This design comes from an exercise in tuning for small area, a short achievable clock period and few clock cycles per item on the open sky130 flow, not from production work.
Function was not checked in any run shown here: the RTL went through the layout flow alone.
Power is estimated from default activity; no workload was simulated.

[flow/config.mk]
export PLATFORM = sky130hd
export DESIGN_NAME = qpsk_mimo_modulator
export DESIGN_NICKNAME = qpsk_mimo_modulator
export VERILOG_FILES = /design/flow/design.v
export SDC_FILE = /design/flow/constraint.sdc
export NUM_CORES = 4
export LEC_CHECK = 0
export CAP_MARGIN = 50
export CORE_MARGIN = 2
export CORE_UTILIZATION = 60
export CTS_BUF_LIST = sky130_fd_sc_hd__clkbuf_16
export CTS_CLUSTER_DIAMETER = 100
export CTS_CLUSTER_SIZE = 25
export SLEW_MARGIN = 60
[flow/constraint.sdc]
create_clock -name core_clock -period 12.0 [get_ports {i_clk}]
set_input_delay 2.4000 -clock core_clock [delete_from_list [all_inputs] [get_ports {i_clk}]]
set_output_delay 2.4000 -clock core_clock [all_outputs]
set_load 0.01 [all_outputs]
[flow/design.v]
module qpsk_mimo_modulator #(
    parameter int R_W = 16,
    parameter int Y_W = 20
) (
    input  logic              i_clk,
    input  logic              i_reset_n,
    input  logic              i_r_load,
    input  logic [20*R_W-1:0] i_r,
    input  logic              i_bit_vld,
    input  logic              i_bit,
    output logic              o_bit_rdy,
    output logic              o_vld,
    input  logic              i_rdy,
    output logic [8*Y_W-1:0]  o_y_hat,
    output logic              o_busy
);
    logic [9:0][15:0] ra, rb;
    logic [2:0]       p;           
    logic [2:0]       cnt;         
    logic [6:0]       col;         
    logic [7:0]       x;           
    logic             xv;          
    logic             win;         
    logic             fin;         
    logic             vld;
    logic             rdy_n;       
    logic             busy;
    logic             p0_n;        
    logic             p0;
    logic       p7, act, acc, acc8, wr_lo;
    logic [7:3] wr_d;
    logic       xv_n, win_n, vld_n;
    logic [2:0] p_n, cnt_n;
    assign p0    = ~p0_n;
    assign p7    = (p == 3'd7);
    assign act   = (p0 & xv) | win;
    assign acc   = i_bit_vld & ~rdy_n;
    assign acc8  = acc & (cnt == 3'd7);
    assign wr_lo = win & (p == 3'd2) & ~vld;
    always_comb
        for (int d = 3; d < 8; d++) wr_d[d] = win & (p == 3'(d));
    assign p_n   = i_r_load ? 3'd0 : p + 3'd1;
    assign cnt_n = acc ? cnt + 3'd1 : cnt;
    assign xv_n  = acc8 | (xv & ~(win & p7));
    assign win_n = act & ~p7 & ~((p == 3'd2) & vld);
    assign vld_n = fin | (vld & ~i_rdy);
    assign o_bit_rdy = ~rdy_n;
    assign o_vld     = vld;
    assign o_busy    = busy;
    always_ff @(posedge i_clk or negedge i_reset_n) begin
        if (!i_reset_n) begin
            p    <= '0;
            p0_n <= 1'b0;
            cnt  <= '0;
            xv   <= 1'b0;
            win  <= 1'b0;
            fin  <= 1'b0;
            vld  <= 1'b0;
            rdy_n <= 1'b0;
            busy <= 1'b0;
        end else begin
            p    <= p_n;
            p0_n <= (p_n != 3'd0);
            cnt  <= cnt_n;
            xv   <= xv_n;
            win  <= win_n;
            fin  <= win & p7;
            vld  <= vld_n;
            busy <= xv_n | (win & p7) | vld_n;
            rdy_n <= ~((cnt_n != 3'd7) | ~xv_n | (win_n & (p_n == 3'd7)));
        end
    end
    always_ff @(posedge i_clk)
        x <= acc8 ? ({i_bit, col} ^ {8{~p_n[0]}}) : ~x;
    always_ff @(posedge i_clk) begin
        if (i_r_load) begin
            for (int k = 0; k < 10; k++) begin
                ra[k] <= ~(i_r[32*k +: 16] ^ 16'h8000);
                rb[k] <= ~(i_r[32*k+16 +: 16] ^ 16'h8000);
            end
        end else begin
            for (int k = 0; k < 10; k++) begin
                ra[k] <= ~{ra[k][1:0], ra[k][15:2]};
                rb[k] <= ~{rb[k][1:0], rb[k][15:2]};
            end
        end
        if (acc) col <= {i_bit, col[6:1]};
    end
    logic [7:0] g0_u0, g0_u1, g0_ng, g0_si, g0_st, g0_co;
    logic [1:0] g0_dig, g0_dq1, g0_dq2;
    logic [3:0] g0_top;
    logic [19:0] g0_y;
    logic g0_t1, g0_t2, g0_t3, g0_t4, g0_t5, g0_t6, g0_t7, g0_t8, g0_t9, g0_t10, g0_t11, g0_t12, g0_t13, g0_t14, g0_t15, g0_t16, g0_t17, g0_t18, g0_t19, g0_t20, g0_t21, g0_t22, g0_t23, g0_t24, g0_t25, g0_t26, g0_t27, g0_t28, g0_t29, g0_t30, g0_t31, g0_t32;
    logic g0_p1, g0_p2, g0_p3, g0_p4, g0_p5, g0_p6, g0_p7, g0_p8, g0_p9, g0_p10, g0_p11, g0_p12, g0_p13, g0_p14, g0_p15, g0_p16;
    assign g0_u0[0] = ra[0][0] ^ x[0];
    assign g0_u1[0] = ra[0][1] ^ x[0];
    assign g0_ng[0] = ~(x[0]);
    assign g0_u0[1] = rb[0][0] ^ ~x[1];
    assign g0_u1[1] = rb[0][1] ^ ~x[1];
    assign g0_ng[1] = ~(~x[1]);
    assign g0_u0[2] = ra[1][0] ^ x[2];
    assign g0_u1[2] = ra[1][1] ^ x[2];
    assign g0_ng[2] = ~(x[2]);
    assign g0_u0[3] = rb[1][0] ^ ~x[3];
    assign g0_u1[3] = rb[1][1] ^ ~x[3];
    assign g0_ng[3] = ~(~x[3]);
    assign g0_u0[4] = ra[3][0] ^ x[4];
    assign g0_u1[4] = ra[3][1] ^ x[4];
    assign g0_ng[4] = ~(x[4]);
    assign g0_u0[5] = rb[3][0] ^ ~x[5];
    assign g0_u1[5] = rb[3][1] ^ ~x[5];
    assign g0_ng[5] = ~(~x[5]);
    assign g0_u0[6] = ra[6][0] ^ x[6];
    assign g0_u1[6] = ra[6][1] ^ x[6];
    assign g0_ng[6] = ~(x[6]);
    assign g0_u0[7] = rb[6][0] ^ ~x[7];
    assign g0_u1[7] = rb[6][1] ^ ~x[7];
    assign g0_ng[7] = ~(~x[7]);
    assign g0_si = p0 ? g0_ng : g0_st;
    assign g0_dig = {g0_t31, g0_t15};
    assign g0_co = {g0_t32, g0_t30, g0_t28, g0_t26, g0_t24, g0_t22, g0_t20, g0_t18};
    assign g0_top = {g0_p15, g0_p13, g0_p11, g0_p7};
    assign g0_t1 = g0_u0[0] ^ g0_u0[1] ^ g0_u0[2];
    assign g0_t2 = (g0_u0[0] & g0_u0[1]) | (g0_u0[0] & g0_u0[2]) | (g0_u0[1] & g0_u0[2]);
    assign g0_t3 = g0_u0[3] ^ g0_u0[4] ^ g0_u0[5];
    assign g0_t4 = (g0_u0[3] & g0_u0[4]) | (g0_u0[3] & g0_u0[5]) | (g0_u0[4] & g0_u0[5]);
    assign g0_t5 = g0_u0[6] ^ g0_u0[7] ^ g0_si[0];
    assign g0_t6 = (g0_u0[6] & g0_u0[7]) | (g0_u0[6] & g0_si[0]) | (g0_u0[7] & g0_si[0]);
    assign g0_t7 = g0_si[1] ^ g0_si[2] ^ g0_si[3];
    assign g0_t8 = (g0_si[1] & g0_si[2]) | (g0_si[1] & g0_si[3]) | (g0_si[2] & g0_si[3]);
    assign g0_t9 = g0_si[4] ^ g0_si[5] ^ g0_si[6];
    assign g0_t10 = (g0_si[4] & g0_si[5]) | (g0_si[4] & g0_si[6]) | (g0_si[5] & g0_si[6]);
    assign g0_t11 = g0_si[7] ^ g0_t1 ^ g0_t3;
    assign g0_t12 = (g0_si[7] & g0_t1) | (g0_si[7] & g0_t3) | (g0_t1 & g0_t3);
    assign g0_t13 = g0_t5 ^ g0_t7 ^ g0_t9;
    assign g0_t14 = (g0_t5 & g0_t7) | (g0_t5 & g0_t9) | (g0_t7 & g0_t9);
    assign g0_t15 = g0_t11 ^ g0_t13;
    assign g0_t16 = g0_t11 & g0_t13;
    assign g0_t17 = g0_u1[0] ^ g0_u1[1] ^ g0_u1[2];
    assign g0_t18 = (g0_u1[0] & g0_u1[1]) | (g0_u1[0] & g0_u1[2]) | (g0_u1[1] & g0_u1[2]);
    assign g0_t19 = g0_u1[3] ^ g0_u1[4] ^ g0_u1[5];
    assign g0_t20 = (g0_u1[3] & g0_u1[4]) | (g0_u1[3] & g0_u1[5]) | (g0_u1[4] & g0_u1[5]);
    assign g0_t21 = g0_u1[6] ^ g0_u1[7] ^ g0_t2;
    assign g0_t22 = (g0_u1[6] & g0_u1[7]) | (g0_u1[6] & g0_t2) | (g0_u1[7] & g0_t2);
    assign g0_t23 = g0_t4 ^ g0_t6 ^ g0_t8;
    assign g0_t24 = (g0_t4 & g0_t6) | (g0_t4 & g0_t8) | (g0_t6 & g0_t8);
    assign g0_t25 = g0_t10 ^ g0_t17 ^ g0_t19;
    assign g0_t26 = (g0_t10 & g0_t17) | (g0_t10 & g0_t19) | (g0_t17 & g0_t19);
    assign g0_t27 = g0_t12 ^ g0_t14 ^ g0_t21;
    assign g0_t28 = (g0_t12 & g0_t14) | (g0_t12 & g0_t21) | (g0_t14 & g0_t21);
    assign g0_t29 = g0_t23 ^ g0_t25 ^ g0_t16;
    assign g0_t30 = (g0_t23 & g0_t25) | (g0_t23 & g0_t16) | (g0_t25 & g0_t16);
    assign g0_t31 = g0_t27 ^ g0_t29;
    assign g0_t32 = g0_t27 & g0_t29;
    assign g0_p1 = g0_st[0] ^ g0_st[1] ^ g0_st[2];
    assign g0_p2 = (g0_st[0] & g0_st[1]) | (g0_st[0] & g0_st[2]) | (g0_st[1] & g0_st[2]);
    assign g0_p3 = g0_st[3] ^ g0_st[4] ^ g0_st[5];
    assign g0_p4 = (g0_st[3] & g0_st[4]) | (g0_st[3] & g0_st[5]) | (g0_st[4] & g0_st[5]);
    assign g0_p5 = g0_st[6] ^ g0_st[7] ^ g0_p1;
    assign g0_p6 = (g0_st[6] & g0_st[7]) | (g0_st[6] & g0_p1) | (g0_st[7] & g0_p1);
    assign g0_p7 = g0_p3 ^ g0_p5;
    assign g0_p8 = g0_p3 & g0_p5;
    assign g0_p9 = g0_p2 ^ g0_p4 ^ g0_p6;
    assign g0_p10 = (g0_p2 & g0_p4) | (g0_p2 & g0_p6) | (g0_p4 & g0_p6);
    assign g0_p11 = g0_p8 ^ g0_p9;
    assign g0_p12 = g0_p8 & g0_p9;
    assign g0_p13 = 1'b1 ^ g0_p10 ^ g0_p12;
    assign g0_p14 = (1'b1 & g0_p10) | (1'b1 & g0_p12) | (g0_p10 & g0_p12);
    assign g0_p15 = 1'b1 ^ g0_p14;
    assign g0_p16 = 1'b1 & g0_p14;
    always_ff @(posedge i_clk) begin
        g0_st  <= g0_co;
        g0_dq1 <= g0_dig;
        g0_dq2 <= g0_dq1;
        if (wr_lo) g0_y[5:0] <= {g0_dig, g0_dq1, g0_dq2};
        if (wr_d[3]) g0_y[7:6]   <= g0_dig;
        if (wr_d[4]) g0_y[9:8]   <= g0_dig;
        if (wr_d[5]) g0_y[11:10] <= g0_dig;
        if (wr_d[6]) g0_y[13:12] <= g0_dig;
        if (wr_d[7]) g0_y[15:14] <= g0_dig;
        if (fin) g0_y[19:16] <= g0_top;
    end
    assign o_y_hat[0 +: 20] = g0_y;
    logic [7:0] g1_u0, g1_u1, g1_ng, g1_si, g1_st, g1_co;
    logic [1:0] g1_dig, g1_dq1, g1_dq2;
    logic [3:0] g1_top;
    logic [19:0] g1_y;
    logic g1_t1, g1_t2, g1_t3, g1_t4, g1_t5, g1_t6, g1_t7, g1_t8, g1_t9, g1_t10, g1_t11, g1_t12, g1_t13, g1_t14, g1_t15, g1_t16, g1_t17, g1_t18, g1_t19, g1_t20, g1_t21, g1_t22, g1_t23, g1_t24, g1_t25, g1_t26, g1_t27, g1_t28, g1_t29, g1_t30, g1_t31, g1_t32;
    logic g1_p1, g1_p2, g1_p3, g1_p4, g1_p5, g1_p6, g1_p7, g1_p8, g1_p9, g1_p10, g1_p11, g1_p12, g1_p13, g1_p14, g1_p15, g1_p16;
    assign g1_u0[0] = rb[0][0] ^ x[0];
    assign g1_u1[0] = rb[0][1] ^ x[0];
    assign g1_ng[0] = ~(x[0]);
    assign g1_u0[1] = ra[0][0] ^ x[1];
    assign g1_u1[1] = ra[0][1] ^ x[1];
    assign g1_ng[1] = ~(x[1]);
    assign g1_u0[2] = rb[1][0] ^ x[2];
    assign g1_u1[2] = rb[1][1] ^ x[2];
    assign g1_ng[2] = ~(x[2]);
    assign g1_u0[3] = ra[1][0] ^ x[3];
    assign g1_u1[3] = ra[1][1] ^ x[3];
    assign g1_ng[3] = ~(x[3]);
    assign g1_u0[4] = rb[3][0] ^ x[4];
    assign g1_u1[4] = rb[3][1] ^ x[4];
    assign g1_ng[4] = ~(x[4]);
    assign g1_u0[5] = ra[3][0] ^ x[5];
    assign g1_u1[5] = ra[3][1] ^ x[5];
    assign g1_ng[5] = ~(x[5]);
    assign g1_u0[6] = rb[6][0] ^ x[6];
    assign g1_u1[6] = rb[6][1] ^ x[6];
    assign g1_ng[6] = ~(x[6]);
    assign g1_u0[7] = ra[6][0] ^ x[7];
    assign g1_u1[7] = ra[6][1] ^ x[7];
    assign g1_ng[7] = ~(x[7]);
    assign g1_si = p0 ? g1_ng : g1_st;
    assign g1_dig = {g1_t31, g1_t15};
    assign g1_co = {g1_t32, g1_t30, g1_t28, g1_t26, g1_t24, g1_t22, g1_t20, g1_t18};
    assign g1_top = {g1_p15, g1_p13, g1_p11, g1_p7};
    assign g1_t1 = g1_u0[0] ^ g1_u0[1] ^ g1_u0[2];
    assign g1_t2 = (g1_u0[0] & g1_u0[1]) | (g1_u0[0] & g1_u0[2]) | (g1_u0[1] & g1_u0[2]);
    assign g1_t3 = g1_u0[3] ^ g1_u0[4] ^ g1_u0[5];
    assign g1_t4 = (g1_u0[3] & g1_u0[4]) | (g1_u0[3] & g1_u0[5]) | (g1_u0[4] & g1_u0[5]);
    assign g1_t5 = g1_u0[6] ^ g1_u0[7] ^ g1_si[0];
    assign g1_t6 = (g1_u0[6] & g1_u0[7]) | (g1_u0[6] & g1_si[0]) | (g1_u0[7] & g1_si[0]);
    assign g1_t7 = g1_si[1] ^ g1_si[2] ^ g1_si[3];
    assign g1_t8 = (g1_si[1] & g1_si[2]) | (g1_si[1] & g1_si[3]) | (g1_si[2] & g1_si[3]);
    assign g1_t9 = g1_si[4] ^ g1_si[5] ^ g1_si[6];
    assign g1_t10 = (g1_si[4] & g1_si[5]) | (g1_si[4] & g1_si[6]) | (g1_si[5] & g1_si[6]);
    assign g1_t11 = g1_si[7] ^ g1_t1 ^ g1_t3;
    assign g1_t12 = (g1_si[7] & g1_t1) | (g1_si[7] & g1_t3) | (g1_t1 & g1_t3);
    assign g1_t13 = g1_t5 ^ g1_t7 ^ g1_t9;
    assign g1_t14 = (g1_t5 & g1_t7) | (g1_t5 & g1_t9) | (g1_t7 & g1_t9);
    assign g1_t15 = g1_t11 ^ g1_t13;
    assign g1_t16 = g1_t11 & g1_t13;
    assign g1_t17 = g1_u1[0] ^ g1_u1[1] ^ g1_u1[2];
    assign g1_t18 = (g1_u1[0] & g1_u1[1]) | (g1_u1[0] & g1_u1[2]) | (g1_u1[1] & g1_u1[2]);
    assign g1_t19 = g1_u1[3] ^ g1_u1[4] ^ g1_u1[5];
    assign g1_t20 = (g1_u1[3] & g1_u1[4]) | (g1_u1[3] & g1_u1[5]) | (g1_u1[4] & g1_u1[5]);
    assign g1_t21 = g1_u1[6] ^ g1_u1[7] ^ g1_t2;
    assign g1_t22 = (g1_u1[6] & g1_u1[7]) | (g1_u1[6] & g1_t2) | (g1_u1[7] & g1_t2);
    assign g1_t23 = g1_t4 ^ g1_t6 ^ g1_t8;
    assign g1_t24 = (g1_t4 & g1_t6) | (g1_t4 & g1_t8) | (g1_t6 & g1_t8);
    assign g1_t25 = g1_t10 ^ g1_t17 ^ g1_t19;
    assign g1_t26 = (g1_t10 & g1_t17) | (g1_t10 & g1_t19) | (g1_t17 & g1_t19);
    assign g1_t27 = g1_t12 ^ g1_t14 ^ g1_t21;
    assign g1_t28 = (g1_t12 & g1_t14) | (g1_t12 & g1_t21) | (g1_t14 & g1_t21);
    assign g1_t29 = g1_t23 ^ g1_t25 ^ g1_t16;
    assign g1_t30 = (g1_t23 & g1_t25) | (g1_t23 & g1_t16) | (g1_t25 & g1_t16);
    assign g1_t31 = g1_t27 ^ g1_t29;
    assign g1_t32 = g1_t27 & g1_t29;
    assign g1_p1 = g1_st[0] ^ g1_st[1] ^ g1_st[2];
    assign g1_p2 = (g1_st[0] & g1_st[1]) | (g1_st[0] & g1_st[2]) | (g1_st[1] & g1_st[2]);
    assign g1_p3 = g1_st[3] ^ g1_st[4] ^ g1_st[5];
    assign g1_p4 = (g1_st[3] & g1_st[4]) | (g1_st[3] & g1_st[5]) | (g1_st[4] & g1_st[5]);
    assign g1_p5 = g1_st[6] ^ g1_st[7] ^ g1_p1;
    assign g1_p6 = (g1_st[6] & g1_st[7]) | (g1_st[6] & g1_p1) | (g1_st[7] & g1_p1);
    assign g1_p7 = g1_p3 ^ g1_p5;
    assign g1_p8 = g1_p3 & g1_p5;
    assign g1_p9 = g1_p2 ^ g1_p4 ^ g1_p6;
    assign g1_p10 = (g1_p2 & g1_p4) | (g1_p2 & g1_p6) | (g1_p4 & g1_p6);
    assign g1_p11 = g1_p8 ^ g1_p9;
    assign g1_p12 = g1_p8 & g1_p9;
    assign g1_p13 = 1'b1 ^ g1_p10 ^ g1_p12;
    assign g1_p14 = (1'b1 & g1_p10) | (1'b1 & g1_p12) | (g1_p10 & g1_p12);
    assign g1_p15 = 1'b1 ^ g1_p14;
    assign g1_p16 = 1'b1 & g1_p14;
    always_ff @(posedge i_clk) begin
        g1_st  <= g1_co;
        g1_dq1 <= g1_dig;
        g1_dq2 <= g1_dq1;
        if (wr_lo) g1_y[5:0] <= {g1_dig, g1_dq1, g1_dq2};
        if (wr_d[3]) g1_y[7:6]   <= g1_dig;
        if (wr_d[4]) g1_y[9:8]   <= g1_dig;
        if (wr_d[5]) g1_y[11:10] <= g1_dig;
        if (wr_d[6]) g1_y[13:12] <= g1_dig;
        if (wr_d[7]) g1_y[15:14] <= g1_dig;
        if (fin) g1_y[19:16] <= g1_top;
    end
    assign o_y_hat[20 +: 20] = g1_y;
    logic [5:0] g2_u0, g2_u1, g2_ng, g2_si, g2_st, g2_co;
    logic [1:0] g2_dig, g2_dq1, g2_dq2;
    logic [3:0] g2_top;
    logic [19:0] g2_y;
    logic g2_t1, g2_t2, g2_t3, g2_t4, g2_t5, g2_t6, g2_t7, g2_t8, g2_t9, g2_t10, g2_t11, g2_t12, g2_t13, g2_t14, g2_t15, g2_t16, g2_t17, g2_t18, g2_t19, g2_t20, g2_t21, g2_t22, g2_t23, g2_t24;
    logic g2_p1, g2_p2, g2_p3, g2_p4, g2_p5, g2_p6, g2_p7, g2_p8, g2_p9, g2_p10, g2_p11, g2_p12;
    assign g2_u0[0] = ra[2][0] ^ x[2];
    assign g2_u1[0] = ra[2][1] ^ x[2];
    assign g2_ng[0] = ~(x[2]);
    assign g2_u0[1] = rb[2][0] ^ ~x[3];
    assign g2_u1[1] = rb[2][1] ^ ~x[3];
    assign g2_ng[1] = ~(~x[3]);
    assign g2_u0[2] = ra[4][0] ^ x[4];
    assign g2_u1[2] = ra[4][1] ^ x[4];
    assign g2_ng[2] = ~(x[4]);
    assign g2_u0[3] = rb[4][0] ^ ~x[5];
    assign g2_u1[3] = rb[4][1] ^ ~x[5];
    assign g2_ng[3] = ~(~x[5]);
    assign g2_u0[4] = ra[7][0] ^ x[6];
    assign g2_u1[4] = ra[7][1] ^ x[6];
    assign g2_ng[4] = ~(x[6]);
    assign g2_u0[5] = rb[7][0] ^ ~x[7];
    assign g2_u1[5] = rb[7][1] ^ ~x[7];
    assign g2_ng[5] = ~(~x[7]);
    assign g2_si = p0 ? g2_ng : g2_st;
    assign g2_dig = {g2_t23, g2_t11};
    assign g2_co = {g2_t24, g2_t22, g2_t20, g2_t18, g2_t16, g2_t14};
    assign g2_top = {g2_p11, g2_p9, g2_p7, g2_p5};
    assign g2_t1 = g2_u0[0] ^ g2_u0[1] ^ g2_u0[2];
    assign g2_t2 = (g2_u0[0] & g2_u0[1]) | (g2_u0[0] & g2_u0[2]) | (g2_u0[1] & g2_u0[2]);
    assign g2_t3 = g2_u0[3] ^ g2_u0[4] ^ g2_u0[5];
    assign g2_t4 = (g2_u0[3] & g2_u0[4]) | (g2_u0[3] & g2_u0[5]) | (g2_u0[4] & g2_u0[5]);
    assign g2_t5 = g2_si[0] ^ g2_si[1] ^ g2_si[2];
    assign g2_t6 = (g2_si[0] & g2_si[1]) | (g2_si[0] & g2_si[2]) | (g2_si[1] & g2_si[2]);
    assign g2_t7 = g2_si[3] ^ g2_si[4] ^ g2_si[5];
    assign g2_t8 = (g2_si[3] & g2_si[4]) | (g2_si[3] & g2_si[5]) | (g2_si[4] & g2_si[5]);
    assign g2_t9 = g2_t1 ^ g2_t3 ^ g2_t5;
    assign g2_t10 = (g2_t1 & g2_t3) | (g2_t1 & g2_t5) | (g2_t3 & g2_t5);
    assign g2_t11 = g2_t7 ^ g2_t9;
    assign g2_t12 = g2_t7 & g2_t9;
    assign g2_t13 = g2_u1[0] ^ g2_u1[1] ^ g2_u1[2];
    assign g2_t14 = (g2_u1[0] & g2_u1[1]) | (g2_u1[0] & g2_u1[2]) | (g2_u1[1] & g2_u1[2]);
    assign g2_t15 = g2_u1[3] ^ g2_u1[4] ^ g2_u1[5];
    assign g2_t16 = (g2_u1[3] & g2_u1[4]) | (g2_u1[3] & g2_u1[5]) | (g2_u1[4] & g2_u1[5]);
    assign g2_t17 = g2_t2 ^ g2_t4 ^ g2_t6;
    assign g2_t18 = (g2_t2 & g2_t4) | (g2_t2 & g2_t6) | (g2_t4 & g2_t6);
    assign g2_t19 = g2_t8 ^ g2_t13 ^ g2_t15;
    assign g2_t20 = (g2_t8 & g2_t13) | (g2_t8 & g2_t15) | (g2_t13 & g2_t15);
    assign g2_t21 = g2_t10 ^ g2_t17 ^ g2_t19;
    assign g2_t22 = (g2_t10 & g2_t17) | (g2_t10 & g2_t19) | (g2_t17 & g2_t19);
    assign g2_t23 = g2_t12 ^ g2_t21;
    assign g2_t24 = g2_t12 & g2_t21;
    assign g2_p1 = g2_st[0] ^ g2_st[1] ^ g2_st[2];
    assign g2_p2 = (g2_st[0] & g2_st[1]) | (g2_st[0] & g2_st[2]) | (g2_st[1] & g2_st[2]);
    assign g2_p3 = g2_st[3] ^ g2_st[4] ^ g2_st[5];
    assign g2_p4 = (g2_st[3] & g2_st[4]) | (g2_st[3] & g2_st[5]) | (g2_st[4] & g2_st[5]);
    assign g2_p5 = 1'b1 ^ g2_p1 ^ g2_p3;
    assign g2_p6 = (1'b1 & g2_p1) | (1'b1 & g2_p3) | (g2_p1 & g2_p3);
    assign g2_p7 = g2_p2 ^ g2_p4 ^ g2_p6;
    assign g2_p8 = (g2_p2 & g2_p4) | (g2_p2 & g2_p6) | (g2_p4 & g2_p6);
    assign g2_p9 = 1'b1 ^ g2_p8;
    assign g2_p10 = 1'b1 & g2_p8;
    assign g2_p11 = 1'b1 ^ g2_p10;
    assign g2_p12 = 1'b1 & g2_p10;
    always_ff @(posedge i_clk) begin
        g2_st  <= g2_co;
        g2_dq1 <= g2_dig;
        g2_dq2 <= g2_dq1;
        if (wr_lo) g2_y[5:0] <= {g2_dig, g2_dq1, g2_dq2};
        if (wr_d[3]) g2_y[7:6]   <= g2_dig;
        if (wr_d[4]) g2_y[9:8]   <= g2_dig;
        if (wr_d[5]) g2_y[11:10] <= g2_dig;
        if (wr_d[6]) g2_y[13:12] <= g2_dig;
        if (wr_d[7]) g2_y[15:14] <= g2_dig;
        if (fin) g2_y[19:16] <= g2_top;
    end
    assign o_y_hat[40 +: 20] = g2_y;
    logic [5:0] g3_u0, g3_u1, g3_ng, g3_si, g3_st, g3_co;
    logic [1:0] g3_dig, g3_dq1, g3_dq2;
    logic [3:0] g3_top;
    logic [19:0] g3_y;
    logic g3_t1, g3_t2, g3_t3, g3_t4, g3_t5, g3_t6, g3_t7, g3_t8, g3_t9, g3_t10, g3_t11, g3_t12, g3_t13, g3_t14, g3_t15, g3_t16, g3_t17, g3_t18, g3_t19, g3_t20, g3_t21, g3_t22, g3_t23, g3_t24;
    logic g3_p1, g3_p2, g3_p3, g3_p4, g3_p5, g3_p6, g3_p7, g3_p8, g3_p9, g3_p10, g3_p11, g3_p12;
    assign g3_u0[0] = rb[2][0] ^ x[2];
    assign g3_u1[0] = rb[2][1] ^ x[2];
    assign g3_ng[0] = ~(x[2]);
    assign g3_u0[1] = ra[2][0] ^ x[3];
    assign g3_u1[1] = ra[2][1] ^ x[3];
    assign g3_ng[1] = ~(x[3]);
    assign g3_u0[2] = rb[4][0] ^ x[4];
    assign g3_u1[2] = rb[4][1] ^ x[4];
    assign g3_ng[2] = ~(x[4]);
    assign g3_u0[3] = ra[4][0] ^ x[5];
    assign g3_u1[3] = ra[4][1] ^ x[5];
    assign g3_ng[3] = ~(x[5]);
    assign g3_u0[4] = rb[7][0] ^ x[6];
    assign g3_u1[4] = rb[7][1] ^ x[6];
    assign g3_ng[4] = ~(x[6]);
    assign g3_u0[5] = ra[7][0] ^ x[7];
    assign g3_u1[5] = ra[7][1] ^ x[7];
    assign g3_ng[5] = ~(x[7]);
    assign g3_si = p0 ? g3_ng : g3_st;
    assign g3_dig = {g3_t23, g3_t11};
    assign g3_co = {g3_t24, g3_t22, g3_t20, g3_t18, g3_t16, g3_t14};
    assign g3_top = {g3_p11, g3_p9, g3_p7, g3_p5};
    assign g3_t1 = g3_u0[0] ^ g3_u0[1] ^ g3_u0[2];
    assign g3_t2 = (g3_u0[0] & g3_u0[1]) | (g3_u0[0] & g3_u0[2]) | (g3_u0[1] & g3_u0[2]);
    assign g3_t3 = g3_u0[3] ^ g3_u0[4] ^ g3_u0[5];
    assign g3_t4 = (g3_u0[3] & g3_u0[4]) | (g3_u0[3] & g3_u0[5]) | (g3_u0[4] & g3_u0[5]);
    assign g3_t5 = g3_si[0] ^ g3_si[1] ^ g3_si[2];
    assign g3_t6 = (g3_si[0] & g3_si[1]) | (g3_si[0] & g3_si[2]) | (g3_si[1] & g3_si[2]);
    assign g3_t7 = g3_si[3] ^ g3_si[4] ^ g3_si[5];
    assign g3_t8 = (g3_si[3] & g3_si[4]) | (g3_si[3] & g3_si[5]) | (g3_si[4] & g3_si[5]);
    assign g3_t9 = g3_t1 ^ g3_t3 ^ g3_t5;
    assign g3_t10 = (g3_t1 & g3_t3) | (g3_t1 & g3_t5) | (g3_t3 & g3_t5);
    assign g3_t11 = g3_t7 ^ g3_t9;
    assign g3_t12 = g3_t7 & g3_t9;
    assign g3_t13 = g3_u1[0] ^ g3_u1[1] ^ g3_u1[2];
    assign g3_t14 = (g3_u1[0] & g3_u1[1]) | (g3_u1[0] & g3_u1[2]) | (g3_u1[1] & g3_u1[2]);
    assign g3_t15 = g3_u1[3] ^ g3_u1[4] ^ g3_u1[5];
    assign g3_t16 = (g3_u1[3] & g3_u1[4]) | (g3_u1[3] & g3_u1[5]) | (g3_u1[4] & g3_u1[5]);
    assign g3_t17 = g3_t2 ^ g3_t4 ^ g3_t6;
    assign g3_t18 = (g3_t2 & g3_t4) | (g3_t2 & g3_t6) | (g3_t4 & g3_t6);
    assign g3_t19 = g3_t8 ^ g3_t13 ^ g3_t15;
    assign g3_t20 = (g3_t8 & g3_t13) | (g3_t8 & g3_t15) | (g3_t13 & g3_t15);
    assign g3_t21 = g3_t10 ^ g3_t17 ^ g3_t19;
    assign g3_t22 = (g3_t10 & g3_t17) | (g3_t10 & g3_t19) | (g3_t17 & g3_t19);
    assign g3_t23 = g3_t12 ^ g3_t21;
    assign g3_t24 = g3_t12 & g3_t21;
    assign g3_p1 = g3_st[0] ^ g3_st[1] ^ g3_st[2];
    assign g3_p2 = (g3_st[0] & g3_st[1]) | (g3_st[0] & g3_st[2]) | (g3_st[1] & g3_st[2]);
    assign g3_p3 = g3_st[3] ^ g3_st[4] ^ g3_st[5];
    assign g3_p4 = (g3_st[3] & g3_st[4]) | (g3_st[3] & g3_st[5]) | (g3_st[4] & g3_st[5]);
    assign g3_p5 = 1'b1 ^ g3_p1 ^ g3_p3;
    assign g3_p6 = (1'b1 & g3_p1) | (1'b1 & g3_p3) | (g3_p1 & g3_p3);
    assign g3_p7 = g3_p2 ^ g3_p4 ^ g3_p6;
    assign g3_p8 = (g3_p2 & g3_p4) | (g3_p2 & g3_p6) | (g3_p4 & g3_p6);
    assign g3_p9 = 1'b1 ^ g3_p8;
    assign g3_p10 = 1'b1 & g3_p8;
    assign g3_p11 = 1'b1 ^ g3_p10;
    assign g3_p12 = 1'b1 & g3_p10;
    always_ff @(posedge i_clk) begin
        g3_st  <= g3_co;
        g3_dq1 <= g3_dig;
        g3_dq2 <= g3_dq1;
        if (wr_lo) g3_y[5:0] <= {g3_dig, g3_dq1, g3_dq2};
        if (wr_d[3]) g3_y[7:6]   <= g3_dig;
        if (wr_d[4]) g3_y[9:8]   <= g3_dig;
        if (wr_d[5]) g3_y[11:10] <= g3_dig;
        if (wr_d[6]) g3_y[13:12] <= g3_dig;
        if (wr_d[7]) g3_y[15:14] <= g3_dig;
        if (fin) g3_y[19:16] <= g3_top;
    end
    assign o_y_hat[60 +: 20] = g3_y;
    logic [3:0] g4_u0, g4_u1, g4_ng, g4_si, g4_st, g4_co;
    logic [1:0] g4_dig, g4_dq1, g4_dq2;
    logic [3:0] g4_top;
    logic [19:0] g4_y;
    logic g4_t1, g4_t2, g4_t3, g4_t4, g4_t5, g4_t6, g4_t7, g4_t8, g4_t9, g4_t10, g4_t11, g4_t12, g4_t13, g4_t14, g4_t15, g4_t16;
    logic g4_p1, g4_p2, g4_p3, g4_p4, g4_p5, g4_p6, g4_p7, g4_p8, g4_p9, g4_p10;
    assign g4_u0[0] = ra[5][0] ^ x[4];
    assign g4_u1[0] = ra[5][1] ^ x[4];
    assign g4_ng[0] = ~(x[4]);
    assign g4_u0[1] = rb[5][0] ^ ~x[5];
    assign g4_u1[1] = rb[5][1] ^ ~x[5];
    assign g4_ng[1] = ~(~x[5]);
    assign g4_u0[2] = ra[8][0] ^ x[6];
    assign g4_u1[2] = ra[8][1] ^ x[6];
    assign g4_ng[2] = ~(x[6]);
    assign g4_u0[3] = rb[8][0] ^ ~x[7];
    assign g4_u1[3] = rb[8][1] ^ ~x[7];
    assign g4_ng[3] = ~(~x[7]);
    assign g4_si = p0 ? g4_ng : g4_st;
    assign g4_dig = {g4_t15, g4_t7};
    assign g4_co = {g4_t16, g4_t14, g4_t12, g4_t10};
    assign g4_top = {g4_p9, g4_p7, g4_p5, g4_p3};
    assign g4_t1 = g4_u0[0] ^ g4_u0[1] ^ g4_u0[2];
    assign g4_t2 = (g4_u0[0] & g4_u0[1]) | (g4_u0[0] & g4_u0[2]) | (g4_u0[1] & g4_u0[2]);
    assign g4_t3 = g4_u0[3] ^ g4_si[0] ^ g4_si[1];
    assign g4_t4 = (g4_u0[3] & g4_si[0]) | (g4_u0[3] & g4_si[1]) | (g4_si[0] & g4_si[1]);
    assign g4_t5 = g4_si[2] ^ g4_si[3] ^ g4_t1;
    assign g4_t6 = (g4_si[2] & g4_si[3]) | (g4_si[2] & g4_t1) | (g4_si[3] & g4_t1);
    assign g4_t7 = g4_t3 ^ g4_t5;
    assign g4_t8 = g4_t3 & g4_t5;
    assign g4_t9 = g4_u1[0] ^ g4_u1[1] ^ g4_u1[2];
    assign g4_t10 = (g4_u1[0] & g4_u1[1]) | (g4_u1[0] & g4_u1[2]) | (g4_u1[1] & g4_u1[2]);
    assign g4_t11 = g4_u1[3] ^ g4_t2 ^ g4_t4;
    assign g4_t12 = (g4_u1[3] & g4_t2) | (g4_u1[3] & g4_t4) | (g4_t2 & g4_t4);
    assign g4_t13 = g4_t9 ^ g4_t6 ^ g4_t11;
    assign g4_t14 = (g4_t9 & g4_t6) | (g4_t9 & g4_t11) | (g4_t6 & g4_t11);
    assign g4_t15 = g4_t8 ^ g4_t13;
    assign g4_t16 = g4_t8 & g4_t13;
    assign g4_p1 = g4_st[0] ^ g4_st[1] ^ g4_st[2];
    assign g4_p2 = (g4_st[0] & g4_st[1]) | (g4_st[0] & g4_st[2]) | (g4_st[1] & g4_st[2]);
    assign g4_p3 = g4_st[3] ^ g4_p1;
    assign g4_p4 = g4_st[3] & g4_p1;
    assign g4_p5 = 1'b1 ^ g4_p2 ^ g4_p4;
    assign g4_p6 = (1'b1 & g4_p2) | (1'b1 & g4_p4) | (g4_p2 & g4_p4);
    assign g4_p7 = 1'b1 ^ g4_p6;
    assign g4_p8 = 1'b1 & g4_p6;
    assign g4_p9 = 1'b1 ^ g4_p8;
    assign g4_p10 = 1'b1 & g4_p8;
    always_ff @(posedge i_clk) begin
        g4_st  <= g4_co;
        g4_dq1 <= g4_dig;
        g4_dq2 <= g4_dq1;
        if (wr_lo) g4_y[5:0] <= {g4_dig, g4_dq1, g4_dq2};
        if (wr_d[3]) g4_y[7:6]   <= g4_dig;
        if (wr_d[4]) g4_y[9:8]   <= g4_dig;
        if (wr_d[5]) g4_y[11:10] <= g4_dig;
        if (wr_d[6]) g4_y[13:12] <= g4_dig;
        if (wr_d[7]) g4_y[15:14] <= g4_dig;
        if (fin) g4_y[19:16] <= g4_top;
    end
    assign o_y_hat[80 +: 20] = g4_y;
    logic [3:0] g5_u0, g5_u1, g5_ng, g5_si, g5_st, g5_co;
    logic [1:0] g5_dig, g5_dq1, g5_dq2;
    logic [3:0] g5_top;
    logic [19:0] g5_y;
    logic g5_t1, g5_t2, g5_t3, g5_t4, g5_t5, g5_t6, g5_t7, g5_t8, g5_t9, g5_t10, g5_t11, g5_t12, g5_t13, g5_t14, g5_t15, g5_t16;
    logic g5_p1, g5_p2, g5_p3, g5_p4, g5_p5, g5_p6, g5_p7, g5_p8, g5_p9, g5_p10;
    assign g5_u0[0] = rb[5][0] ^ x[4];
    assign g5_u1[0] = rb[5][1] ^ x[4];
    assign g5_ng[0] = ~(x[4]);
    assign g5_u0[1] = ra[5][0] ^ x[5];
    assign g5_u1[1] = ra[5][1] ^ x[5];
    assign g5_ng[1] = ~(x[5]);
    assign g5_u0[2] = rb[8][0] ^ x[6];
    assign g5_u1[2] = rb[8][1] ^ x[6];
    assign g5_ng[2] = ~(x[6]);
    assign g5_u0[3] = ra[8][0] ^ x[7];
    assign g5_u1[3] = ra[8][1] ^ x[7];
    assign g5_ng[3] = ~(x[7]);
    assign g5_si = p0 ? g5_ng : g5_st;
    assign g5_dig = {g5_t15, g5_t7};
    assign g5_co = {g5_t16, g5_t14, g5_t12, g5_t10};
    assign g5_top = {g5_p9, g5_p7, g5_p5, g5_p3};
    assign g5_t1 = g5_u0[0] ^ g5_u0[1] ^ g5_u0[2];
    assign g5_t2 = (g5_u0[0] & g5_u0[1]) | (g5_u0[0] & g5_u0[2]) | (g5_u0[1] & g5_u0[2]);
    assign g5_t3 = g5_u0[3] ^ g5_si[0] ^ g5_si[1];
    assign g5_t4 = (g5_u0[3] & g5_si[0]) | (g5_u0[3] & g5_si[1]) | (g5_si[0] & g5_si[1]);
    assign g5_t5 = g5_si[2] ^ g5_si[3] ^ g5_t1;
    assign g5_t6 = (g5_si[2] & g5_si[3]) | (g5_si[2] & g5_t1) | (g5_si[3] & g5_t1);
    assign g5_t7 = g5_t3 ^ g5_t5;
    assign g5_t8 = g5_t3 & g5_t5;
    assign g5_t9 = g5_u1[0] ^ g5_u1[1] ^ g5_u1[2];
    assign g5_t10 = (g5_u1[0] & g5_u1[1]) | (g5_u1[0] & g5_u1[2]) | (g5_u1[1] & g5_u1[2]);
    assign g5_t11 = g5_u1[3] ^ g5_t2 ^ g5_t4;
    assign g5_t12 = (g5_u1[3] & g5_t2) | (g5_u1[3] & g5_t4) | (g5_t2 & g5_t4);
    assign g5_t13 = g5_t9 ^ g5_t6 ^ g5_t11;
    assign g5_t14 = (g5_t9 & g5_t6) | (g5_t9 & g5_t11) | (g5_t6 & g5_t11);
    assign g5_t15 = g5_t8 ^ g5_t13;
    assign g5_t16 = g5_t8 & g5_t13;
    assign g5_p1 = g5_st[0] ^ g5_st[1] ^ g5_st[2];
    assign g5_p2 = (g5_st[0] & g5_st[1]) | (g5_st[0] & g5_st[2]) | (g5_st[1] & g5_st[2]);
    assign g5_p3 = g5_st[3] ^ g5_p1;
    assign g5_p4 = g5_st[3] & g5_p1;
    assign g5_p5 = 1'b1 ^ g5_p2 ^ g5_p4;
    assign g5_p6 = (1'b1 & g5_p2) | (1'b1 & g5_p4) | (g5_p2 & g5_p4);
    assign g5_p7 = 1'b1 ^ g5_p6;
    assign g5_p8 = 1'b1 & g5_p6;
    assign g5_p9 = 1'b1 ^ g5_p8;
    assign g5_p10 = 1'b1 & g5_p8;
    always_ff @(posedge i_clk) begin
        g5_st  <= g5_co;
        g5_dq1 <= g5_dig;
        g5_dq2 <= g5_dq1;
        if (wr_lo) g5_y[5:0] <= {g5_dig, g5_dq1, g5_dq2};
        if (wr_d[3]) g5_y[7:6]   <= g5_dig;
        if (wr_d[4]) g5_y[9:8]   <= g5_dig;
        if (wr_d[5]) g5_y[11:10] <= g5_dig;
        if (wr_d[6]) g5_y[13:12] <= g5_dig;
        if (wr_d[7]) g5_y[15:14] <= g5_dig;
        if (fin) g5_y[19:16] <= g5_top;
    end
    assign o_y_hat[100 +: 20] = g5_y;
    logic [1:0] g6_u0, g6_u1, g6_ng, g6_si, g6_st, g6_co;
    logic [1:0] g6_dig, g6_dq1, g6_dq2;
    logic [3:0] g6_top;
    logic [19:0] g6_y;
    logic g6_t1, g6_t2, g6_t3, g6_t4, g6_t5, g6_t6, g6_t7, g6_t8;
    logic g6_p1, g6_p2, g6_p3, g6_p4, g6_p5, g6_p6, g6_p7, g6_p8;
    assign g6_u0[0] = ra[9][0] ^ x[6];
    assign g6_u1[0] = ra[9][1] ^ x[6];
    assign g6_ng[0] = ~(x[6]);
    assign g6_u0[1] = rb[9][0] ^ ~x[7];
    assign g6_u1[1] = rb[9][1] ^ ~x[7];
    assign g6_ng[1] = ~(~x[7]);
    assign g6_si = p0 ? g6_ng : g6_st;
    assign g6_dig = {g6_t7, g6_t3};
    assign g6_co = {g6_t8, g6_t6};
    assign g6_top = {g6_p7, g6_p5, g6_p3, g6_p1};
    assign g6_t1 = g6_u0[0] ^ g6_u0[1] ^ g6_si[0];
    assign g6_t2 = (g6_u0[0] & g6_u0[1]) | (g6_u0[0] & g6_si[0]) | (g6_u0[1] & g6_si[0]);
    assign g6_t3 = g6_si[1] ^ g6_t1;
    assign g6_t4 = g6_si[1] & g6_t1;
    assign g6_t5 = g6_u1[0] ^ g6_u1[1] ^ g6_t2;
    assign g6_t6 = (g6_u1[0] & g6_u1[1]) | (g6_u1[0] & g6_t2) | (g6_u1[1] & g6_t2);
    assign g6_t7 = g6_t4 ^ g6_t5;
    assign g6_t8 = g6_t4 & g6_t5;
    assign g6_p1 = g6_st[0] ^ g6_st[1] ^ 1'b1;
    assign g6_p2 = (g6_st[0] & g6_st[1]) | (g6_st[0] & 1'b1) | (g6_st[1] & 1'b1);
    assign g6_p3 = 1'b1 ^ g6_p2;
    assign g6_p4 = 1'b1 & g6_p2;
    assign g6_p5 = 1'b1 ^ g6_p4;
    assign g6_p6 = 1'b1 & g6_p4;
    assign g6_p7 = 1'b1 ^ g6_p6;
    assign g6_p8 = 1'b1 & g6_p6;
    always_ff @(posedge i_clk) begin
        g6_st  <= g6_co;
        g6_dq1 <= g6_dig;
        g6_dq2 <= g6_dq1;
        if (wr_lo) g6_y[5:0] <= {g6_dig, g6_dq1, g6_dq2};
        if (wr_d[3]) g6_y[7:6]   <= g6_dig;
        if (wr_d[4]) g6_y[9:8]   <= g6_dig;
        if (wr_d[5]) g6_y[11:10] <= g6_dig;
        if (wr_d[6]) g6_y[13:12] <= g6_dig;
        if (wr_d[7]) g6_y[15:14] <= g6_dig;
        if (fin) g6_y[19:16] <= g6_top;
    end
    assign o_y_hat[120 +: 20] = g6_y;
    logic [1:0] g7_u0, g7_u1, g7_ng, g7_si, g7_st, g7_co;
    logic [1:0] g7_dig, g7_dq1, g7_dq2;
    logic [3:0] g7_top;
    logic [19:0] g7_y;
    logic g7_t1, g7_t2, g7_t3, g7_t4, g7_t5, g7_t6, g7_t7, g7_t8;
    logic g7_p1, g7_p2, g7_p3, g7_p4, g7_p5, g7_p6, g7_p7, g7_p8;
    assign g7_u0[0] = rb[9][0] ^ x[6];
    assign g7_u1[0] = rb[9][1] ^ x[6];
    assign g7_ng[0] = ~(x[6]);
    assign g7_u0[1] = ra[9][0] ^ x[7];
    assign g7_u1[1] = ra[9][1] ^ x[7];
    assign g7_ng[1] = ~(x[7]);
    assign g7_si = p0 ? g7_ng : g7_st;
    assign g7_dig = {g7_t7, g7_t3};
    assign g7_co = {g7_t8, g7_t6};
    assign g7_top = {g7_p7, g7_p5, g7_p3, g7_p1};
    assign g7_t1 = g7_u0[0] ^ g7_u0[1] ^ g7_si[0];
    assign g7_t2 = (g7_u0[0] & g7_u0[1]) | (g7_u0[0] & g7_si[0]) | (g7_u0[1] & g7_si[0]);
    assign g7_t3 = g7_si[1] ^ g7_t1;
    assign g7_t4 = g7_si[1] & g7_t1;
    assign g7_t5 = g7_u1[0] ^ g7_u1[1] ^ g7_t2;
    assign g7_t6 = (g7_u1[0] & g7_u1[1]) | (g7_u1[0] & g7_t2) | (g7_u1[1] & g7_t2);
    assign g7_t7 = g7_t4 ^ g7_t5;
    assign g7_t8 = g7_t4 & g7_t5;
    assign g7_p1 = g7_st[0] ^ g7_st[1] ^ 1'b1;
    assign g7_p2 = (g7_st[0] & g7_st[1]) | (g7_st[0] & 1'b1) | (g7_st[1] & 1'b1);
    assign g7_p3 = 1'b1 ^ g7_p2;
    assign g7_p4 = 1'b1 & g7_p2;
    assign g7_p5 = 1'b1 ^ g7_p4;
    assign g7_p6 = 1'b1 & g7_p4;
    assign g7_p7 = 1'b1 ^ g7_p6;
    assign g7_p8 = 1'b1 & g7_p6;
    always_ff @(posedge i_clk) begin
        g7_st  <= g7_co;
        g7_dq1 <= g7_dig;
        g7_dq2 <= g7_dq1;
        if (wr_lo) g7_y[5:0] <= {g7_dig, g7_dq1, g7_dq2};
        if (wr_d[3]) g7_y[7:6]   <= g7_dig;
        if (wr_d[4]) g7_y[9:8]   <= g7_dig;
        if (wr_d[5]) g7_y[11:10] <= g7_dig;
        if (wr_d[6]) g7_y[13:12] <= g7_dig;
        if (wr_d[7]) g7_y[15:14] <= g7_dig;
        if (fin) g7_y[19:16] <= g7_top;
    end
    assign o_y_hat[140 +: 20] = g7_y;
endmodule
[flow/flow/run.sh]
#!/bin/bash
# Standard ORFS layout (the standard.sh) with two changes to how it is built:
#  - ports are buffered with buf_1 cells instead of the resizer's default pick
#  - timing repair aims for 8.4 ns of setup slack beyond the SDC's (the SDC is unchanged)
export BUFFER_PORTS_ARGS="-buffer_cell sky130_fd_sc_hd__buf_1"
export SETUP_SLACK_MARGIN=8.4
bash standard.sh > standard.log 2>&1
[flow/standard.sh]
#!/bin/bash
# synth_recipe.tcl (not shown) runs the flow's synth.tcl, then flattens the netlist and writes it again
# the make line also repeats each setting of config.mk as NAME=value (left out here)
make -C /OpenROAD-flow-scripts/flow DESIGN_CONFIG=/design/flow/config.mk WORK_HOME=/design/flow/orfs CLKGATE_MAP_FILE= SYNTH_SCRIPT=/design/flow/synth_recipe.tcl "${@:-finish}"
==> impl_metrics.toml, run 1 <==
[run_status]
status = "complete, no violations"

[finish]
area_growth_syn_to_layout_pct = 16.16
mostFrequentLayoutCells = "sky130_fd_sc_hd__buf_1, sky130_fd_sc_hd__dfxtp_1, sky130_fd_sc_hd__mux2i_1"
ratio_of_cells_with_drive_above_1_in_the_final_layout_pct = 4.630
fillers = 2500
total_nets_final = 2309
layout_commonest_cell = "sky130_fd_sc_hd__buf_1"

[critical_path]
timing.critical_path.max_delay_family = "flip-flops"
cp_max_fo = 2
cell_breakdown_of_the_critical_path = "buf_1"
r2r_slack_ps = 8520
critPathLaunchType = "register"
critical_path_buf_inv_count = 1
crit_required_ps = 9600
crit_path_slowest_cell = "sky130_fd_sc_hd__edfxtp_1"
worstRegToRegCells = 8
rr_startpoint = "p0_n"
worst-setup-path-type = "reg -> out"
critPathArrivalTime_ps = 1240
timing.rr.end = "g3_y[11]"
critical-path-max-stage-delay_ps = 500
end_kind = "output pin"

[global_routing]
grt_antenna_before_repair = 1
track_usage_pct = 23.65
overflow = 0
grt_max_degree = 55
grt_pass1_wl_um = 64610
number_of_global_route_vias_before_repair = 11566

[placement]
port-buffer-count = 488
dp_hpwl_um = 31980
place.gp.congestion = 0.8042

[yosys]
postSynthCellCount = 1392
synth.top_cell.area_share_pct = 38.99
syn_avg_cell_area_um2 = 14.76
mappedNetlistNets = 1836
synth.top_cells.by_area = "sky130_fd_sc_hd__dfxtp_1, sky130_fd_sc_hd__edfxtp_1, sky130_fd_sc_hd__mux2i_1, sky130_fd_sc_hd__fa_1, sky130_fd_sc_hd__xor2_1"
ys_ff_latch = 572
yosysWarningCount = 1
ys_seq_area_share_pct = 63.82
yosysUniqueCellTypes = 34
synth_largest_area_cell = "sky130_fd_sc_hd__dfxtp_1"
syn-cell-area_mm2 = 0.02054

[flow_run]
number_of_max_cap_violations = 0

[floorplan]
core_region_area_mm2 = 0.03362
die_y_um = 189.0
die_width_um = 189.0
num_io_pins = 489
start_util_pct = 61.10
rows = 67
die_area_mm2 = 0.03573

[sta]
clock-skew-final_ps = 28.49
timing.final.setup_violations = 0
timing_worst_slew_pin_value_ps = 571.1
rsz0062_at_grt = "true"
min_period_over_period_pct = 30.32
timing.hold.ws_ps = 344.8
fmax_ghz = 0.2748
fin_crit_ps = 3639
max_slew_margin_pct = 61.79
timing.final.hold_violations = 0
fin_tns_setup_ps = 0
slew_violations = 0

[routing]
drt_iter0_markers = 511
first_pass_iters = 5
detailed_route_wire_length_per_cell_um = 18.30
detail-route-antenna-nets = 0
post_drt_via_cell_ratio = 4.942
finalWirelength_um = 42600
vias = 11505
drt_drc = 0

[clocking]
cts_tree = "yes"
clock_latency_ps = 570
clk_root_buffer_cell = "sky130_fd_sc_hd__clkbuf_16"
cts-buffers-inserted = 26
maximum_buffer_depth_of_the_clock_tree = 3
level_count_of_the_clock_h_tree = 1
clock_sink_count = 572
clk_transition_reported_paths_ps = 100
cts_hold_buffers = 0

[min_path]
min-delay-path-class = "reg -> reg"
hold-path-endpoint = "g3_dq2[0]"
min_path_cells = 0
holdCritStartpoint = "g3_dq1[0]"

[power_and_ir_drop]
vdd_drop_max_mv = 0.3956
power.total_w = 0.007747
power_leakage_nw = 10.22
power.density_cell_area_mw_per_mm2 = 324.7
-- kinds of logic after synthesis --
group	synth area share, %
and+or+nand+nor	1.310
adders and majority gates	10.11
xor gates and xnor gates	3.795
DFF	63.82
AOI/OAI and AO/OA	1.718
muxes	15.24
buffers and inverters	4.014
-- power by group --
part | switching (W) | total [W] | internal, W
Clock | 0.000556 | 0.000964 | 0.000408
Sequential | 0.000198 | 0.00347 | 0.00327
Combinational | 0.00209 | 0.00332 | 0.00123
-- timing repair --
| action | 4_1_cts | 5_1_grt |
|---|---|---|
| pin swaps | 0 | 0 |
| setup buffers | 2 | 1 |
| setup endpoints to repair | 159 | 58 |
| gates cloned | 8 | 1 |
| gates resized for setup | 13 | 13 |
-- layout make-up --
cell class                 count  area, um^2  area share [%]
clock inverter                15       57.56          0.2412
tap                          448       560.5           2.349
timing repair buffer         512        2367           9.922
sequential                   572       13120           54.99
inverter                     116       435.4           1.825
multi-input combinational    637        6639           27.83
antenna                        1       2.502         0.01049
clock buffer                  27       675.6           2.832
-- sequential cells by signal, summed over array words and instances (netlist names), 4 cells and up --
| name | count |
|---|---|
| col | 7 |
| g0_st | 8 |
| g0_y | 20 |
| g1_st | 8 |
| g1_y | 20 |
| g2_st | 6 |
| g2_y | 19 |
| g3_st | 6 |
| g3_y | 19 |
| g4_st | 4 |
| g4_y | 19 |
| g5_st | 4 |
| g5_y | 19 |
| g6_y | 18 |
| g7_y | 18 |
| ra | 160 |
| rb | 160 |
| x | 8 |
-- stage by stage --
step                      instance area [um^2]  std cells  utilization, %  setup slack (ps)
after global routing                     23860       2328           70.98              8307
after global placement                   22640       2269           67.36              6727
after detailed placement                 22770       2273           67.73              6960
final                                    23860       2328           70.98              8361
after CTS                                23810       2325           70.82              8324
after floorplan                          20540       1392               -              8589
-- how the worst max path moves through the flow --
stage	slack (ps)	end	startpoint	cells after the start
after floorplan	8590	rdy_n	i_bit_vld	4
after global placement	6730	rdy_n	i_r_load	5
after detailed placement	6960	rb[133]	i_r_load	7
after CTS	8320	o_y_hat[58]	g2_y[18]	1
after global routing	8310	o_y_hat[59]	g2_y[18]	1
final	8360	o_y_hat[58]	g2_y[18]	1
-- Yosys cell counts --
master / count
sky130_fd_sc_hd__dfxtp_1: 400
sky130_fd_sc_hd__buf_6: 1
sky130_fd_sc_hd__nor2b_1: 4
sky130_fd_sc_hd__o21ai_1: 10
sky130_fd_sc_hd__buf_4: 24
sky130_fd_sc_hd__mux2_2: 1
sky130_fd_sc_hd__and2_1: 1
sky130_fd_sc_hd__nand2b_1: 4
sky130_fd_sc_hd__a221oi_1: 1
sky130_fd_sc_hd__mux2i_1: 310
sky130_fd_sc_hd__xor2_1: 57
sky130_fd_sc_hd__a31oi_1: 1
sky130_fd_sc_hd__buf_2: 32
sky130_fd_sc_hd__nand2_1: 33
sky130_fd_sc_hd__clkbuf_1: 10
sky130_fd_sc_hd__dfrtp_1: 13
sky130_fd_sc_hd__nor4_1: 1
sky130_fd_sc_hd__o21ai_0: 13
sky130_fd_sc_hd__inv_1: 116
sky130_fd_sc_hd__a21oi_1: 19
sky130_fd_sc_hd__edfxtp_1: 159
sky130_fd_sc_hd__nor2_1: 8
sky130_fd_sc_hd__nand3b_1: 2
sky130_fd_sc_hd__xnor2_1: 32
sky130_fd_sc_hd__a21o_1: 13
sky130_fd_sc_hd__and3_1: 3
sky130_fd_sc_hd__fa_1: 80
sky130_fd_sc_hd__a21boi_1: 1
sky130_fd_sc_hd__mux2_4: 1
sky130_fd_sc_hd__nor3b_1: 1
sky130_fd_sc_hd__a21boi_0: 1
sky130_fd_sc_hd__nor2_4: 1
sky130_fd_sc_hd__a2111oi_2: 1
sky130_fd_sc_hd__ha_1: 38
-- metal layers --
metal | up-vias | track usage [%] | routed length (um)
met1 | 5482 | 30.44 | 17630
met5 | - | 0 | 0
met4 | 0 | 5.559 | 932
met3 | 51 | 5.931 | 3302
li1 | 5585 | - | -
met2 | 387 | 40.46 | 20740
==> run 2: changes to the inputs <==
--- a/flow/config.mk
+++ b/flow/config.mk
@@ -11,4 +11,4 @@
 export CTS_BUF_LIST = sky130_fd_sc_hd__clkbuf_16
 export CTS_CLUSTER_DIAMETER = 100
-export CTS_CLUSTER_SIZE = 25
+export CTS_CLUSTER_SIZE = 22
 export SLEW_MARGIN = 60
==> impl_metrics.toml, run 2 <==
[sta]
timing.hold.ws_ps = 351.4
timing.final.setup_violations = 0
fin_tns_setup_ps = 0
clock-skew-final_ps = 25.83
max_slew_margin_pct = 66.33
fin_crit_ps = 3635
slew_violations = 0
timing.final.hold_violations = 0
timing_worst_slew_pin_value_ps = 505.1
fmax_ghz = 0.2751
min_period_over_period_pct = 30.29
rsz0062_at_grt = "true"

[global_routing]
overflow = 0
number_of_global_route_vias_before_repair = 11608
grt_pass1_wl_um = 65120
grt_antenna_before_repair = 1
grt_max_degree = 55
track_usage_pct = 23.88

[clocking]
maximum_buffer_depth_of_the_clock_tree = 3
cts-buffers-inserted = 29
clk_root_buffer_cell = "sky130_fd_sc_hd__clkbuf_16"
level_count_of_the_clock_h_tree = 1
clock_sink_count = 572
clk_transition_reported_paths_ps = 90
cts_hold_buffers = 0
cts_tree = "yes"
clock_latency_ps = 590

[yosys]
synthMostInstantiatedCell = "sky130_fd_sc_hd__dfxtp_1"
synth_largest_area_cell = "sky130_fd_sc_hd__dfxtp_1"
ys_seq_area_share_pct = 63.82
postSynthCellCount = 1392
syn-cell-area_mm2 = 0.02054
synth.top_cell.area_share_pct = 38.99
mappedNetlistNets = 1836
postSynth.asyncResetShare_pct = 2.273
syn_avg_cell_area_um2 = 14.76
most_common_library_cells_after_synthesis = "sky130_fd_sc_hd__dfxtp_1, sky130_fd_sc_hd__mux2i_1, sky130_fd_sc_hd__edfxtp_1, sky130_fd_sc_hd__inv_1, sky130_fd_sc_hd__fa_1"
synth.top_cells.by_area = "sky130_fd_sc_hd__dfxtp_1, sky130_fd_sc_hd__edfxtp_1, sky130_fd_sc_hd__mux2i_1, sky130_fd_sc_hd__fa_1, sky130_fd_sc_hd__xor2_1"
most_common_flop_cell_mapped_by_yosys = "sky130_fd_sc_hd__dfxtp_1"
ys_ff_latch = 572
synth_edf_count = 159
yosysUniqueCellTypes = 34
yosysWarningCount = 1

[routing]
vias = 11518
drt_drc = 0
detail-route-antenna-nets = 0
finalWirelength_um = 42920
drt_iter0_markers = 429
post_drt_via_cell_ratio = 4.937
first_pass_iters = 5
detailed_route_wire_length_per_cell_um = 18.40

[critical_path]
timing.rr.end = "g1_y[11]"
timing.critical_path.max_delay_family = "flip-flops"
end_kind = "output pin"
critical-path-max-stage-delay_ps = 490
r2r_slack_ps = 8570
rr_startpoint = "p0_n"
worst-setup-path-type = "reg -> out"
crit_required_ps = 9600
crit_path_slowest_cell = "sky130_fd_sc_hd__edfxtp_1"
critPathLaunchType = "register"
worstRegToRegCells = 10
critical_path_buf_inv_count = 1
cell_breakdown_of_the_critical_path = "buf_1"
cp_max_fo = 2
critPathArrivalTime_ps = 1230

[finish]
total_nets_final = 2312
ratio_of_cells_with_drive_above_1_in_the_final_layout_pct = 4.777
largest_registers = "ra x160, rb x160"
layout_commonest_cell = "sky130_fd_sc_hd__buf_1"
mostFrequentLayoutCells = "sky130_fd_sc_hd__buf_1, sky130_fd_sc_hd__dfxtp_1, sky130_fd_sc_hd__mux2i_1"
area_growth_syn_to_layout_pct = 16.47

[floorplan]
die_y_um = 189.0
start_util_pct = 61.10
rows = 67
die_width_um = 189.0
num_io_pins = 489
die_area_mm2 = 0.03573
core_region_area_mm2 = 0.03362

[placement]
place.gp.congestion = 0.8042
port-buffer-count = 488
dp_hpwl_um = 31980

[power_and_ir_drop]
power.total_w = 0.007791
vdd_drop_max_mv = 0.4185
power.density_cell_area_mw_per_mm2 = 325.7
power_leakage_nw = 10.27

[min_path]
min_path_cells = 0
min-delay-path-class = "reg -> reg"
holdCritStartpoint = "g3_dq1[1]"
hold-path-endpoint = "g3_dq2[1]"

[run_status]
status = "complete, no violations"

[flow_run]
number_of_max_cap_violations = 0
## run 2: cell counts after synthesis
Identical to the previous run, type by type.
## run 2: repair_timing
action                                  CTS  global route
resized for setup                        14            13
gates cloned                              8             1
setup buffers                             2             1
endpoints found under the hold margin     0             0
endpoints found under the setup margin  166            53
## run 2: layer usage
layer  GRT usage, %  wire [um]
met1          31.11      17820
met2          40.93      20950
met3          5.579       3331
met4          5.168        826
met5              0          0
## run 2: how the worst max path moves through the flow
| stage | start | end | slack (ps) | cells past startpoint |
|---|---|---|---|---|
| after floorplan | i_bit_vld | rdy_n | 8590 | 4 |
| after detailed placement | i_r_load | rb[133] | 6960 | 7 |
| after global routing | g2_y[18] | o_y_hat[59] | 8310 | 1 |
| after global placement | i_r_load | rdy_n | 6730 | 5 |
| after CTS | g2_y[18] | o_y_hat[58] | 8320 | 1 |
| final | g2_y[18] | o_y_hat[58] | 8370 | 1 |
## run 2: cell families (layout without fill, tap and decap cells)
family	count (synthesis)	count (layout)	share of synthesized area, %
DFF	572	572	63.82
buffers and inverters	183	675	4.014
xor gates and xnor gates	89	89	3.795
adders and majority gates	118	118	10.11
AOI/OAI and AO/OA	60	60	1.718
other	0	1	0
and+or+nand+nor	58	58	1.310
muxes	312	312	15.24
## run 2: worst reg2reg max path, stage by stage, from the launching register on
cell and delay [ps]:
sky130_fd_sc_hd__dfrtp_2 430, sky130_fd_sc_hd__buf_4 150, sky130_fd_sc_hd__clkbuf_16 190, sky130_fd_sc_hd__a21o_1 190
sky130_fd_sc_hd__fa_1 530, sky130_fd_sc_hd__inv_1 50, sky130_fd_sc_hd__fa_1 490, sky130_fd_sc_hd__inv_1 40
sky130_fd_sc_hd__ha_1 200, sky130_fd_sc_hd__fa_1 550, sky130_fd_sc_hd__ha_2 330
## run 2: stage by stage
stage,util [%],cell area [um^2],std cells,worst slack [ps]
floorplan,-,20540,1392,8589
global placement,67.36,22640,2269,6727
detailed placement,67.73,22770,2273,6960
CTS,71.00,23870,2330,8317
global route,71.17,23920,2333,8313
finish,71.17,23920,2333,8365
## run 2: layout make-up
type / count / area (um^2)
flip-flops and latches: 572 / 13120
fillers: 2467 / 9693
multi-input cells: 637 / 6641
repair buffers: 512 / 2369
clock buffers: 29 / 725.7
well taps: 448 / 560.5
inverters: 116 / 435.4
clock inverters: 18 / 67.56
diodes: 1 / 2.502
## run 2: power breakdown
group          total, W  leakage, nW  internal [W]  switching, W
Combinational   0.00332         4.84       0.00123       0.00209
Clock           0.00101        0.453      0.000437      0.000571
Sequential      0.00347         4.97       0.00327      0.000199
Total           0.00779         10.3       0.00493       0.00286
==> run 3: changes to the inputs <==
--- a/flow/config.mk
+++ b/flow/config.mk
@@ -11,4 +11,5 @@
 export CTS_BUF_LIST = sky130_fd_sc_hd__clkbuf_16
 export CTS_CLUSTER_DIAMETER = 100
-export CTS_CLUSTER_SIZE = 22
+export CTS_CLUSTER_SIZE = 25
+export PLACE_DENSITY = 0.7
 export SLEW_MARGIN = 60
==> impl_metrics.toml, run 3 <==
[critical_path]
critPathLaunchType = "register"
worst-setup-path-type = "reg -> out"
end_kind = "output pin"
crit_path_slowest_cell = "sky130_fd_sc_hd__edfxtp_1"
critPathArrivalTime_ps = 1250
critical-path-max-stage-delay_ps = 510
timing.critical_path.max_delay_family = "flip-flops"
cell_breakdown_of_the_critical_path = "buf_1"
cp_max_fo = 2

[sta]
fmax_ghz = 0.2736
timing.final.setup_violations = 0
timing.final.hold_violations = 0
finalWorstSetupSlack_ps = 8345
fin_crit_ps = 3655
slew_violations = 0
min_period_over_period_pct = 30.46
max_slew_margin_pct = 61.86

[floorplan]
rows = 67
die_area_mm2 = 0.03573
die_y_um = 189.0
die_width_um = 189.0
num_io_pins = 489

[clocking]
maximum_buffer_depth_of_the_clock_tree = 3
clk_transition_reported_paths_ps = 100
cts-buffers-inserted = 26
clock_sink_count = 572
clk_root_buffer_cell = "sky130_fd_sc_hd__clkbuf_16"
clock_latency_ps = 570

[yosys]
synth_edf_count = 159
ys_ff_latch = 572
syn_avg_cell_area_um2 = 14.76
syn-cell-area_mm2 = 0.02054
postSynthCellCount = 1392
yosysUniqueCellTypes = 34
ys_seq_area_share_pct = 63.82
synthMostInstantiatedCell = "sky130_fd_sc_hd__dfxtp_1"
most_common_flop_cell_mapped_by_yosys = "sky130_fd_sc_hd__dfxtp_1"
most_common_library_cells_after_synthesis = "sky130_fd_sc_hd__dfxtp_1, sky130_fd_sc_hd__mux2i_1, sky130_fd_sc_hd__edfxtp_1, sky130_fd_sc_hd__inv_1, sky130_fd_sc_hd__fa_1"
yosysWarningCount = 1
synth.top_cells.by_area = "sky130_fd_sc_hd__dfxtp_1, sky130_fd_sc_hd__edfxtp_1, sky130_fd_sc_hd__mux2i_1, sky130_fd_sc_hd__fa_1, sky130_fd_sc_hd__xor2_1"

[finish]
ratio_of_cells_with_drive_above_1_in_the_final_layout_pct = 4.107
largest_registers = "ra x160, rb x160"
post_route_utilization_pct = 70.39
total_nets_final = 2303
layout_commonest_cell = "sky130_fd_sc_hd__buf_1"
area_growth_syn_to_layout_pct = 15.20
regArea_mm2 = 0.01312
fillers = 2532

[power_and_ir_drop]
p_int_w = 0.004894
power_switching_w = 0.002827
vdd_drop_max_mv = 0.5758
power.density_cell_area_mw_per_mm2 = 326.3
power.total_w = 0.007720
clock_power_share_pct = 12.5
seqPwrFrac_pct = 45.1
p_comb_share_pct = 42.4
power_leakage_nw = 10.10

[global_routing]
number_of_global_route_vias_before_repair = 11617
grt_antenna_before_repair = 3
track_usage_pct = 23.49
grt_pass1_wl_um = 64060

[routing]
post_drt_via_cell_ratio = 4.985
detailed_route_wire_length_per_cell_um = 18.09
finalWirelength_um = 42050
drt_iter0_markers = 545
first_pass_iters = 5
drt_drc = 0

[placement]
preCtsSetupSlack_ps = 7698
place.gp.congestion = 0.7987

[min_path]
min-delay-path-class = "reg -> reg"

[run_status]
status = "complete, no violations"
==> run 3: changes by cell type in the layout (fill, tap and decap cells not counted), sizes merged <==
cell,change
buf,+6
bufbuf,-5
clkbuf,-9
inv,-2
clkinv,+1
==> run 3: layout make-up <==
type	count	area share [%]
Clock inverter	17	0.2750
Tap cell	448	2.369
Sequential cell	572	55.46
Inverter	116	1.840
Clock buffer	27	2.855
Timing Repair Buffer	506	9.111
Multi-Input combinational cell	637	28.08
Antenna cell	1	0.01058
==> run 3: metal layers <==
metal,up-vias,global-route usage [%],routed length (um)
met5,-,0,27
met4,4,6.400,1038
met3,66,5.153,3106
met2,413,40.55,20620
met1,5508,30.04,17260
li1,5594,-,-
==> run 3: worst paths after layout <==
path	from	to	slack [ps]	depth (start not counted)
max in group asynchronous	i_reset_n	fin	10010	1
min in group asynchronous	i_reset_n	cnt[0]	1710	1
worst min register to register	g3_dq1[0]	g3_dq2[0]	350	0
worst max register to register	x[7]	g3_y[13]	8540	9
worst max-delay path	g2_y[18]	o_y_hat[59]	8350	1
worst min-delay path	g3_dq1[0]	g3_dq2[0]	350	0
==> run 3: logic make-up (layout without fill, tap and decap cells) <==
family,Yosys count,in the layout,share of synthesized area [%]
buffers and inverters,183,666,4.014
adders and majority gates,118,118,10.11
AOI/OAI and AO/OA,60,60,1.718
DFF,572,572,63.82
xor gates and xnor gates,89,89,3.795
other,0,1,0
muxes,312,312,15.24
and+or+nand+nor,58,58,1.310
==> run 3: power groups by stage <==
stage	Clock, W	Sequential [W]	Combinational (W)
after floorplan	0	0.00345	0.00204
after global routing	0.00106	0.00352	0.00383
final	0.000967	0.00348	0.00327
after detailed placement	0	0.00353	0.00325
after global placement	0	0.00352	0.00315
after CTS	0.000991	0.00349	0.00333
==> run 3: per-stage QoR <==
step	area, um^2	std cells
after global placement	22630	2269
final	23660	2324
after detailed placement	22770	2273
after global routing	23660	2324
after floorplan	20540	1392
after CTS	23610	2321
==> run 3: timing repair <==
item | 4_1_cts | 5_1_grt
gates cloned | 1 | 1
buffers inserted | 3 | 1
hold buffers | 0 | 0
endpoints found under the setup margin | 70 | 30
resized for setup | 17 | 7

## static timing again, ports no longer ideal
The results above use ideal ports. As a check the final layouts listed here were re-extracted and re-timed, cells and wires unchanged. Step 1: set_driving_cell puts a clkbuf_16 on i_clk and a buf_2 on each other input, an assumption about the parent block. Step 2 times the ports against the registers' clock, not the clock port: input delays grow and output delays shrink by t, the midpoint of the rising clock arrivals with the driver on. a / b / c = ideal ports / drivers / drivers and shift; a / b = the first two.
| run | t (ns) | setup slack, ns |
|---|---|---|
| run 1 | 0.613 | 8.361 / 8.309 / 7.833 |
| run 2 | 0.624 | 8.365 / 8.313 / 7.828 |
| run 3 | 0.609 | 8.345 / 8.291 / 7.903 |
After both steps setup and hold are still met in every run listed.
